From an optimization exercise on the open Yosys and OpenROAD flow, aimed at small area, a short achievable clock period and few clock cycles per item; shortcuts taken in it are not production practice.
The RTL was checked by simulation tests, not by an equivalence proof against the original design.
Power is estimated from default activity; no workload was simulated.

[flow/design.v]
module legv8_cpu (
  input  logic        CLOCK,
  input  logic        reset,
  input  logic [31:0] instruction,
  input  logic [63:0] mem_read_data,
  output logic [63:0] pc,
  output logic [63:0] mem_address,
  output logic [63:0] mem_write_data,
  output logic        mem_read,
  output logic        mem_write
);
  logic [61:0] pc_q;
  logic        stall;
  always_ff @(posedge CLOCK) begin
    if (reset)       pc_q <= '0;
    else if (!stall) pc_q <= pc_q + 62'd1;
  end
  assign pc = {pc_q, 2'b00};
  logic [31:0] ir;
  assign ir = instruction;
  logic [4:0] rd, rn, rm, rb;
  logic       is_addi, is_add, is_sub, is_and, is_orr, is_ldur, is_stur;
  logic       d_rtype, d_writes, d_imm;
  assign rd = ir[4:0];
  assign rn = ir[9:5];
  assign rm = ir[20:16];
  assign rb = ir[28] ? rd : rm;    
  assign is_addi = ir[31:22] == 10'b1001000100;
  assign is_add  = !is_addi && ir[31:21] == 11'b10001011000;
  assign is_sub  = ir[31:21] == 11'b11001011000;
  assign is_and  = ir[31:21] == 11'b10001010000;
  assign is_orr  = ir[31:21] == 11'b10101010000;
  assign is_ldur = ir[31:21] == 11'b11111000010;
  assign is_stur = ir[31:21] == 11'b11111000000;
  assign d_rtype  = is_add || is_sub || is_and || is_orr;
  assign d_imm    = is_addi || is_ldur || is_stur;
  assign d_writes = (d_rtype || is_addi || is_ldur) && rd != 5'd31;
  logic [63:0] ex_a, ex_b;
  logic [12:0] ex_imm;             
  logic [4:0]  ex_rd;
  logic        ex_writes, ex_load, ex_store;
  logic        ex_sub, ex_and, ex_orr;
  logic        ex_fa, ex_fb, ex_fbl;
  logic        ex_bsel_f, ex_bsel_r, ex_bsel_i;   
  logic [4:0]  m_rd;
  logic        m_writes;
  logic [63:0] m_value;
  assign m_value = mem_read ? mem_read_data : mem_address;
  assign stall = ex_load && ex_writes &&
                 (((d_rtype || d_imm) && ex_rd == rn) || (d_rtype && ex_rd == rm));
  logic [63:0] regs [0:30];
  logic [63:0] wd_lo, wd_hi;       
  assign wd_lo = reset ? 64'd0 : m_value;
  assign wd_hi = reset ? {59'd0, 5'h1f} : m_value;
  for (genvar i = 0; i < 31; i++) begin : g_reg
    logic        en;
    logic [63:0] d;
    assign en = reset || (m_writes && m_rd == i);
    for (genvar b = 0; b < 64; b++) begin : g_bit
      if (b < 5 && ((i >> b) & 1)) assign d[b] = wd_hi[b];
      else                         assign d[b] = wd_lo[b];
    end
    always_ff @(posedge CLOCK) begin
      if (en) regs[i] <= d;
    end
  end
  logic [63:0] ra_data, rb_data;
  always_comb begin
    ra_data = '0;
    rb_data = '0;
    for (int i = 0; i < 31; i++) begin
      ra_data = ra_data | (regs[i] & {64{rn == i}});
      rb_data = rb_data | (regs[i] & {64{rb == i}});
    end
    if (m_writes && m_rd == rn) ra_data = m_value;
    if (m_writes && m_rd == rb) rb_data = m_value;
  end
  always_ff @(posedge CLOCK) begin
    if (reset || stall) begin
      ex_writes <= 1'b0;
      ex_load   <= 1'b0;
      ex_store  <= 1'b0;
    end else begin
      ex_writes <= d_writes;
      ex_load   <= is_ldur;
      ex_store  <= is_stur;
    end
    ex_a       <= ra_data;
    ex_b       <= rb_data;
    ex_imm     <= is_addi ? {1'b0, ir[21:10]} : {{4{ir[20]}}, ir[20:12]};
    ex_rd      <= rd;
    ex_sub     <= is_sub;
    ex_and     <= is_and;
    ex_orr     <= is_orr;
    ex_fa      <= ex_writes && !ex_load && ex_rd == rn;
    ex_fb      <= ex_writes && !ex_load && ex_rd == rb;
    ex_bsel_f  <= !d_imm &&  (ex_writes && !ex_load && ex_rd == rb);
    ex_bsel_r  <= !d_imm && !(ex_writes && !ex_load && ex_rd == rb);
    ex_bsel_i  <= d_imm;
    ex_fbl     <= ex_writes &&  ex_load && ex_rd == rb;
  end
  logic [63:0] op_a, op_b, alu_b, alu_res;
  assign op_a  = ex_fa ? mem_address : ex_a;
  assign op_b  = ex_fb ? mem_address : ex_b;    
  assign alu_b = ({64{ex_bsel_f}} & (mem_address ^ {64{ex_sub}})) |
                 ({64{ex_bsel_r}} & (ex_b ^ {64{ex_sub}})) |
                 ({64{ex_bsel_i}} & {{51{ex_imm[12]}}, ex_imm});
  logic        ex_arith;
  logic [63:0] x, c_n;
  logic [63:0] g0_n, p0_n, g1, p1, g2_n, p2_n, g3, p3, g4_n, p4_n, g5, p5, g6_n, p6_n;
  assign ex_arith = !(ex_and || ex_orr);
  logic [63:0] gb_n, pb_n;           
  alu_pg     u_pg (.a(op_a), .b(alu_b), .arith(ex_arith), .g_n(gb_n), .p_n(pb_n));
  assign g0_n = {gb_n[62:0], !ex_sub};
  assign p0_n = {pb_n[62:0], 1'b1};
  ks_level_t #(.D(1))  u_l1 (.g_n(g0_n), .p_n(p0_n), .g(g1), .p(p1));
  ks_level_n #(.D(2))  u_l2 (.g(g1), .p(p1), .g_n(g2_n), .p_n(p2_n));
  ks_level_t #(.D(4))  u_l3 (.g_n(g2_n), .p_n(p2_n), .g(g3), .p(p3));
  ks_level_n #(.D(8))  u_l4 (.g(g3), .p(p3), .g_n(g4_n), .p_n(p4_n));
  ks_level_t #(.D(16)) u_l5 (.g_n(g4_n), .p_n(p4_n), .g(g5), .p(p5));
  ks_level_n #(.D(32)) u_l6 (.g(g5), .p(p5), .g_n(g6_n), .p_n(p6_n));
  alu_x      u_x  (.a(op_a), .b(alu_b), .g_n(gb_n), .p_n(pb_n), .is_and(ex_and), .x(x));
  assign c_n     = g6_n;                
  assign alu_res = ~(x ^ c_n);
  always_ff @(posedge CLOCK) begin
    if (reset) begin
      mem_read  <= 1'b0;
      mem_write <= 1'b0;
      m_writes  <= 1'b0;
    end else begin
      mem_read  <= ex_load;
      mem_write <= ex_store;
      m_writes  <= ex_writes;
    end
    mem_address    <= alu_res;
    mem_write_data <= ex_fbl ? mem_read_data : op_b;
    m_rd           <= ex_rd;
  end
endmodule
module alu_pg (
  input  logic [63:0] a,
  input  logic [63:0] b,
  input  logic        arith,
  output logic [63:0] g_n,
  output logic [63:0] p_n
);
  assign g_n = ~(a & b & {64{arith}});
  assign p_n = ~(a | b);
endmodule
module ks_level_t #(
  parameter int D = 1
) (
  input  logic [63:0] g_n,
  input  logic [63:0] p_n,
  output logic [63:0] g,
  output logic [63:0] p
);
  for (genvar i = 0; i < 64; i++) begin : g_bit
    if (i >= D) begin : g_op
      assign g[i] = ~(g_n[i] & (p_n[i] | g_n[i-D]));
    end else begin : g_pass
      assign g[i] = ~g_n[i];
    end
    if (i >= 2 * D) begin : g_pop
      assign p[i] = ~(p_n[i] | p_n[i-D]);
    end else begin : g_pzero
      assign p[i] = 1'b0;               
    end
  end
endmodule
module ks_level_n #(
  parameter int D = 1
) (
  input  logic [63:0] g,
  input  logic [63:0] p,
  output logic [63:0] g_n,
  output logic [63:0] p_n
);
  for (genvar i = 0; i < 64; i++) begin : g_bit
    if (i >= D) begin : g_op
      assign g_n[i] = ~(g[i] | (p[i] & g[i-D]));
    end else begin : g_pass
      assign g_n[i] = ~g[i];
    end
    if (i >= 2 * D) begin : g_pop
      assign p_n[i] = ~(p[i] & p[i-D]);
    end else begin : g_pzero
      assign p_n[i] = 1'b1;             
    end
  end
endmodule
module alu_x (
  input  logic [63:0] a,
  input  logic [63:0] b,
  input  logic [63:0] g_n,
  input  logic [63:0] p_n,
  input  logic        is_and,
  output logic [63:0] x
);
  assign x = is_and ? (a & b) : (~p_n & g_n);
endmodule
[flow/run.sh]
#!/bin/bash
# synth_recipe.tcl (not shown) runs the flow's synth.tcl, then flattens the netlist and writes it again
# the make line also repeats each setting of config.mk as NAME=value (left out here)
make -C /OpenROAD-flow-scripts/flow DESIGN_CONFIG=/design/flow/config.mk WORK_HOME=/design/flow/orfs CLKGATE_MAP_FILE= SYNTH_SCRIPT=/design/flow/synth_recipe.tcl finish
[flow/config.mk]
export PLATFORM = sky130hd
export DESIGN_NAME = legv8_cpu
export DESIGN_NICKNAME = legv8_cpu
export VERILOG_FILES = /design/flow/design.v
export SDC_FILE = /design/flow/constraint.sdc
export NUM_CORES = 4
export LEC_CHECK = 0
export CAP_MARGIN = 20
export CORE_MARGIN = 2
export CORE_UTILIZATION = 35
export CTS_CLUSTER_DIAMETER = 60
export CTS_CLUSTER_SIZE = 24
export PLACE_DENSITY = 0.4
export SETUP_SLACK_MARGIN = 4.5
export SLEW_MARGIN = 20
export SYNTH_HIERARCHICAL = 1
export SYNTH_MINIMUM_KEEP_SIZE = 0
export TNS_END_PERCENT = 10
[flow/constraint.sdc]
create_clock -name core_clock -period 7.5 [get_ports {CLOCK}]
set_input_delay 1.5000 -clock core_clock [delete_from_list [all_inputs] [get_ports {CLOCK}]]
set_output_delay 1.5000 -clock core_clock [all_outputs]
set_load 0.01 [all_outputs]
==> metrics.yaml, run 1 <==
route:
  drcViolationCount: 0
  met1Wirelength_um: 247000
  vias: 94300
  vias_per_cell: 7.26
  route.met2.wl_um: 271000
  wl_met3_um: 103000
  drt-pass1-iter-count: 14
  drt-wirelength-per-cell_um: 51.6
  top_layer: "met5"
  antenna_left: 0
  drtIter0Drc: 20400
  drt-total-wl_um: 670000
power:
  vdd_drop_max_mv: 0.218
  internal_power_mw: 26.1
  combinationalPowerShare_pct: 19.2
  seqPwrFrac_pct: 49.9
  power.leakage_nw: 44.4
  p_sw_share_pct: 35.6
  power.switching_mw: 14.4
  p_clk_share_pct: 30.9
  power.density_mw_per_mm2: 317
timing:
  tightest_slew_ns: 1.27
  slew_viol_final: 0
  period_minus_slack_ns: 3.32
  max_freq_ghz: 0.301
  fin_crit_sh_pct: 44.3
  skew_ns: 0.0465
  fin_hold_ws_ns: 0.440
  fin_setup_tns_ns: 0
  relSlewSlack_pct: 13.1
  rsz0062_at_grt: "true"
  fin_ws_ns: 4.18
  setup_violations: 0
  hold_viol: 0
placed_design:
  placed_area_mm2: 0.114
  gp_congestion: 1.02
  numPortBuffers: 289
  post-place-ws_ns: 1.71
  post-place-cells: 12200
  detailed_place_hpwl_um: 375000
flow_run:
  maxCapViolCount: 0
synthesis:
  yosys_warnings: 8
  synth_area_mm2: 0.104
  avgSynthCellArea_um2: 12.8
  synthCells: 8154
worst_setup_path:
  critPathBufInv: 1
  cp_max_fo: 24
  crit_path_end_kind: "flip-flop"
  max_stage_delay_ns: 0.77
  worstSetupPathType: "flip-flop to flip-flop"
  cp_slowest_cell: "a21o_4"
  crit_family: "compound AO/OA/AOI/OAI gates"
  crit_required_ns: 8.07
  crit_chain: "nand2b_1 -> nor3_4 -> a21o_4 -> buf_4"
  setup.worst_path.start_class: "flip-flop"
  crit_arrival_ns: 3.89
die:
  ios: 292
  die_w_um: 550
  core_mm2: 0.297
  rows: 200
  chipHeight_um: 550
  initial_core_util_pct: 35.1
  die-area_mm2: 0.302
cts:
  clockRootBuffer: "clkbuf_16"
  cts-buffers-inserted: 223
  h-tree-depth: 4
  cts_buffer_depth: 4
  clk_pin_slew_worst_paths_ns: 0.08
  cts_tree: "yes"
  clock_latency_ns: 0.97
  hold_buffers: 0
  clock_sinks: 2340
final_layout:
  area_growth_pct: 22.3
  drive_above_1_share_pct: 19.4
  fin_area_mm2: 0.128
  nets: 8856
  fin_cells: 13000
global_routing:
  antenna_found_initial: 77
  grt_pass1_vias: 86700
  overflow: 0
  grt_max_degree: 98
  grt.total_usage_pct: 42.7
  grt_pass1_wl_um: 857000
outcome:
  outcome: "complete, no violations"
min_path:
  hold_class: "flip-flop to flip-flop"
## power by group through the flow
stage / sequential, mW / clock [mW] / combinational [mW]
3_3_place_gp: 20.2 / 0 / 7.07
2_1_floorplan: 18.9 / 0 / 3.17
6_report: 20.2 / 12.5 / 7.78
5_1_grt: 20.3 / 13.0 / 7.95
4_1_cts: 19.9 / 12.6 / 7.26
3_5_place_dp: 20.2 / 0 / 7.10
## path summary, 6_finish.rpt
path | start | slack [ns] | endpoint | cells after the start
worst max register to register | m_writes$_SDFF_PP0_ | 4.18 | regs[0][41]$_DFFE_PP_ | 4
worst max-delay path | m_writes$_SDFF_PP0_ | 4.18 | regs[0][41]$_DFFE_PP_ | 4
worst min-delay path | ex_rd[3]$_DFF_P_ | 0.44 | m_rd[3]$_DFF_P_ | 0
worst min register to register | ex_rd[3]$_DFF_P_ | 0.44 | m_rd[3]$_DFF_P_ | 0
## timing repair
action	in CTS	in global routing
hold endpoints to repair	0	0
cloned	31	4
buffers inserted	212	14
endpoints found under the setup margin	1423	898
resized for setup	787	166
pin swaps	86	22
## area by class of cell
type                    count  area [µm²]
inverters                  76         318
diodes                    102         255
clock buffers             238        5700
flip-flops and latches   2340       66900
repair buffers            945       10800
fillers                 27500      169000
clock inverters           179        2200
multi-input cells        5171       36400
well taps                3939        4930
## placed cells by master (no fill, tap or decap), drive strengths merged, types with 178 or more instances in the layout
cell and count:
a21oi 224, a22o 296, a22oi 1266, buf 665
clkbuf 239, dfxtp 356, dlygate4sd2 178, edfxtp 1984
nand2 629, nand3 279, nor2 503, o21ai 367
## metal layers
metal / global-route usage, % / vias to the layer above
met2: 59.9 / 9502
met3: 18.2 / 2271
met5: 0 / -
li1: - / 34600
met1: 54.6 / 47900
met4: 25.0 / 44
## per-stage QoR
| step | power, mW | util [%] |
|---|---|---|
| 4_1_cts | 39.8 | 42.7 |
| 6_report | 40.5 | 43.0 |
| 3_5_place_dp | 27.3 | 38.5 |
| 2_1_floorplan | 22.1 | - |
| 3_3_place_gp | 27.3 | 38.4 |
| 5_1_grt | 41.2 | 42.9 |
## worst reg2reg max path: stages (launching register included)
cell and delay (ns):
dfxtp_2 0.65, nand2b_1 0.32, nor3_4 0.35, a21o_4 0.77, buf_4 0.83
## sequential cells by signal, summed over array words and instances, names as in the netlist, 5 cells and up
register and cells:
ex_imm 13, pc_q 62, mem_address 64, regs 1984
ex_a 64, ex_b 64, m_rd 5, ex_rd 5
mem_write_data 64
Testbench counts, summed over its fixed seeds: cycles 12,469, instrs 12,248.
==> inputs of run 2 (changes only) <==
--- a/flow/config.mk
+++ b/flow/config.mk
@@ -8,8 +8,6 @@
 export CAP_MARGIN = 20
 export CORE_MARGIN = 2
 export CORE_UTILIZATION = 35
-export CTS_CLUSTER_DIAMETER = 60
-export CTS_CLUSTER_SIZE = 24
 export PLACE_DENSITY = 0.4
 export SETUP_SLACK_MARGIN = 4.5
 export SLEW_MARGIN = 20
==> run 2 against run 1 <==
  * Sequential power hardly changed
  * Combinational power is 0.9% higher
  * Die area stayed put
  * Fmax is 2.4% lower
  * Clock power is 11% higher
  * Flip-flop and latch count stayed put
  * Worst hold slack worse by 0.00078 ns
  * Area after synthesis stayed put
  * Non-clock buffer count is 66 higher
  * Critical endpoint is now regs[0][47]$_DFFE_PP_
  * Largest cell class unchanged
==> metrics.yaml, run 2 <==
route:
  drt-total-wl_um: 680000
  drt-wirelength-per-cell_um: 51.8
  drt-pass1-iter-count: 13
  vias_per_cell: 7.28
  vias: 95500
  drtIter0Drc: 21400
  drcViolationCount: 0
  antenna_left: 0
timing:
  relSlewSlack_pct: 6.30
  hold_viol: 0
  max_freq_ghz: 0.294
  setup_violations: 0
  tightest_slew_ns: 1.41
  period_minus_slack_ns: 3.40
  fin_crit_sh_pct: 45.4
  skew_ns: 0.0429
  slew_viol_final: 0
  rsz0062_at_grt: "true"
  fin_setup_tns_ns: 0
placed_design:
  gp_congestion: 1.02
  post-place-cells: 12200
  detailed_place_hpwl_um: 375000
  numPortBuffers: 289
final_layout:
  fillers: 27300
  area_growth_pct: 24.4
  nets: 8976
  drive_above_1_share_pct: 20.0
  regMostFlops: "regs"
  layout_commonest_cell: "edfxtp_1"
  largest_reg_flops: 1984
  fin_cells: 13100
  final_cell_mix: "1984 x edfxtp_1, 1242 x a22oi_1, 626 x nand2_1, 417 x buf_4, 380 x nor2_1"
cts:
  cts_buffer_depth: 4
  cts_tree: "yes"
  clock_latency_ns: 0.93
  clk_pin_slew_worst_paths_ns: 0.06
  cts-buffers-inserted: 278
  hold_buffers: 0
  clockRootBuffer: "clkbuf_16"
  clock_sinks: 2340
  h-tree-depth: 5
global_routing:
  grt_max_degree: 98
  grt.total_usage_pct: 43.2
  overflow: 0
  antenna_found_initial: 96
  grt_pass1_wl_um: 867000
  grt_pass1_vias: 87700
die:
  chipHeight_um: 550
  core_mm2: 0.297
  rows: 200
  die-area_mm2: 0.302
  die_w_um: 550
  initial_core_util_pct: 35.1
  ios: 292
power:
  vdd_drop_max_mv: 0.164
  power.switching_mw: 14.1
  power.leakage_nw: 45.6
  internal_power_mw: 27.8
  power.density_mw_per_mm2: 323
  combinationalPowerShare_pct: 18.7
  p_sw_share_pct: 33.7
  p_clk_share_pct: 33.1
  seqPwrFrac_pct: 48.2
worst_setup_path:
  crit_path_end_kind: "flip-flop"
  crit_required_ns: 8.03
  setup.worst_path.start_class: "flip-flop"
  r2r_slack_ns: 4.10
  crit_arrival_ns: 3.93
  cp-startpoint: "m_rd[3]$_DFF_P_"
  r2r_cells: 3
  r2r_end: "regs[0][47]$_DFFE_PP_"
  cp_max_fo: 24
  worstSetupPathType: "flip-flop to flip-flop"
  r2r-start: "m_rd[3]$_DFF_P_"
synthesis:
  synthCells: 8154
  synth_area_mm2: 0.104
  yosys_warnings: 8
  avgSynthCellArea_um2: 12.8
min_path:
  min_from: "ex_rd[3]$_DFF_P_"
  holdPathStages: 0
  hold_end: "m_rd[3]$_DFF_P_"
  hold_class: "flip-flop to flip-flop"
flow_run:
  maxCapViolCount: 0
outcome:
  outcome: "complete, no violations"
## run 2: how the worst max path moves through the flow
stage / cells after the start / slack (ns) / end
floorplan: 3 / 3.18 / regs[22][0]$_DFFE_PP_
global placement: 10 / 1.69 / ex_b[61]$_DFF_P_
detailed placement: 9 / 1.71 / ex_b[49]$_DFF_P_
CTS: 1 / 4.09 / mem_write_data[55]
global route: 1 / 4.16 / mem_write_data[45]
finish: 3 / 4.10 / regs[0][47]$_DFFE_PP_
## run 2: timing repair
| action | in CTS | in global routing |
|---|---|---|
| resized for setup | 680 | 234 |
| pin swaps | 96 | 28 |
| setup endpoints to repair | 1411 | 976 |
| setup buffers | 253 | 31 |
| cloned | 35 | 7 |
## run 2: per-stage QoR
step	area [µm²]	hold WS (ns)	worst slack, ns	power [mW]	util [%]
floorplan	104000	0.395	3.18	22.1	-
global placement	114000	0.431	1.69	27.3	38.4
detailed placement	114000	0.434	1.71	27.3	38.5
CTS	129000	0.436	4.09	41.2	43.3
global route	130000	0.458	4.16	42.7	43.7
finish	130000	0.439	4.10	42.0	43.7
## run 2: final cells by class
type,count,area [µm²],share of cell area [%]
clock buffer,360,7610,5.86
antenna,86,215,0.166
sequential,2340,66900,51.6
clock inverter,143,1420,1.10
multi-input combinational,5170,36400,28.1
inverter,76,313,0.241
tap,3939,4930,3.80
timing repair buffer,1011,11900,9.20
## run 2: metal layers
metal,part of all wire (%),global-route usage [%]
met5,0.064,0.407
met4,7.4,26.0
met2,40,60.7
met3,15,18.1
met1,37,55.1
## run 2: worst max-delay path, stage by stage, from the launching register on
cell and delay, ns:
dfxtp_4 0.51, nor2_1 0.83, a21o_4 0.81, buf_4 0.76
## run 2: power groups by stage
stage	clock [mW]	combinational, mW	sequential, mW
2_1_floorplan	0	3.17	18.9
3_3_place_gp	0	7.07	20.2
3_5_place_dp	0	7.10	20.2
4_1_cts	13.9	7.31	20.0
5_1_grt	14.4	8.02	20.3
6_report	13.9	7.85	20.2

==> port drivers added, routing unchanged <==
In the flow no input, the clock included, has a driving cell. The finished layouts below were timed again as built, in two steps. Step 1: set_driving_cell puts a clkbuf_16 on CLOCK and a buf_2 on each other input, an assumption about the parent block. Step 2 moves the port delays by t, midway between the first and last clock arrival at a register: inputs arrive t later, outputs are due t later. That takes back most of the time a late clock gives input paths. a / b / c = ideal ports / drivers / drivers and shift; a / b = the first two.
run | shift t [ns] | setup slack, ns | clock arrival spread, ns | slew at the worst register clock pin (ns) | pins driven straight from the clock port
run 1 | 1.065 | 4.177 / 4.157 / 3.246 | 0.051 / 0.052 | 0.09 / 0.09 | 1
run 2 | 1.024 | 4.095 / 4.068 / 3.215 | 0.044 / 0.044 | 0.07 / 0.07 | 1
After both steps setup and hold are still met in every run listed. For run 1, which loses most, drivers alone change the setup slack by -0.020 ns; drivers and shift together by -0.931 ns.
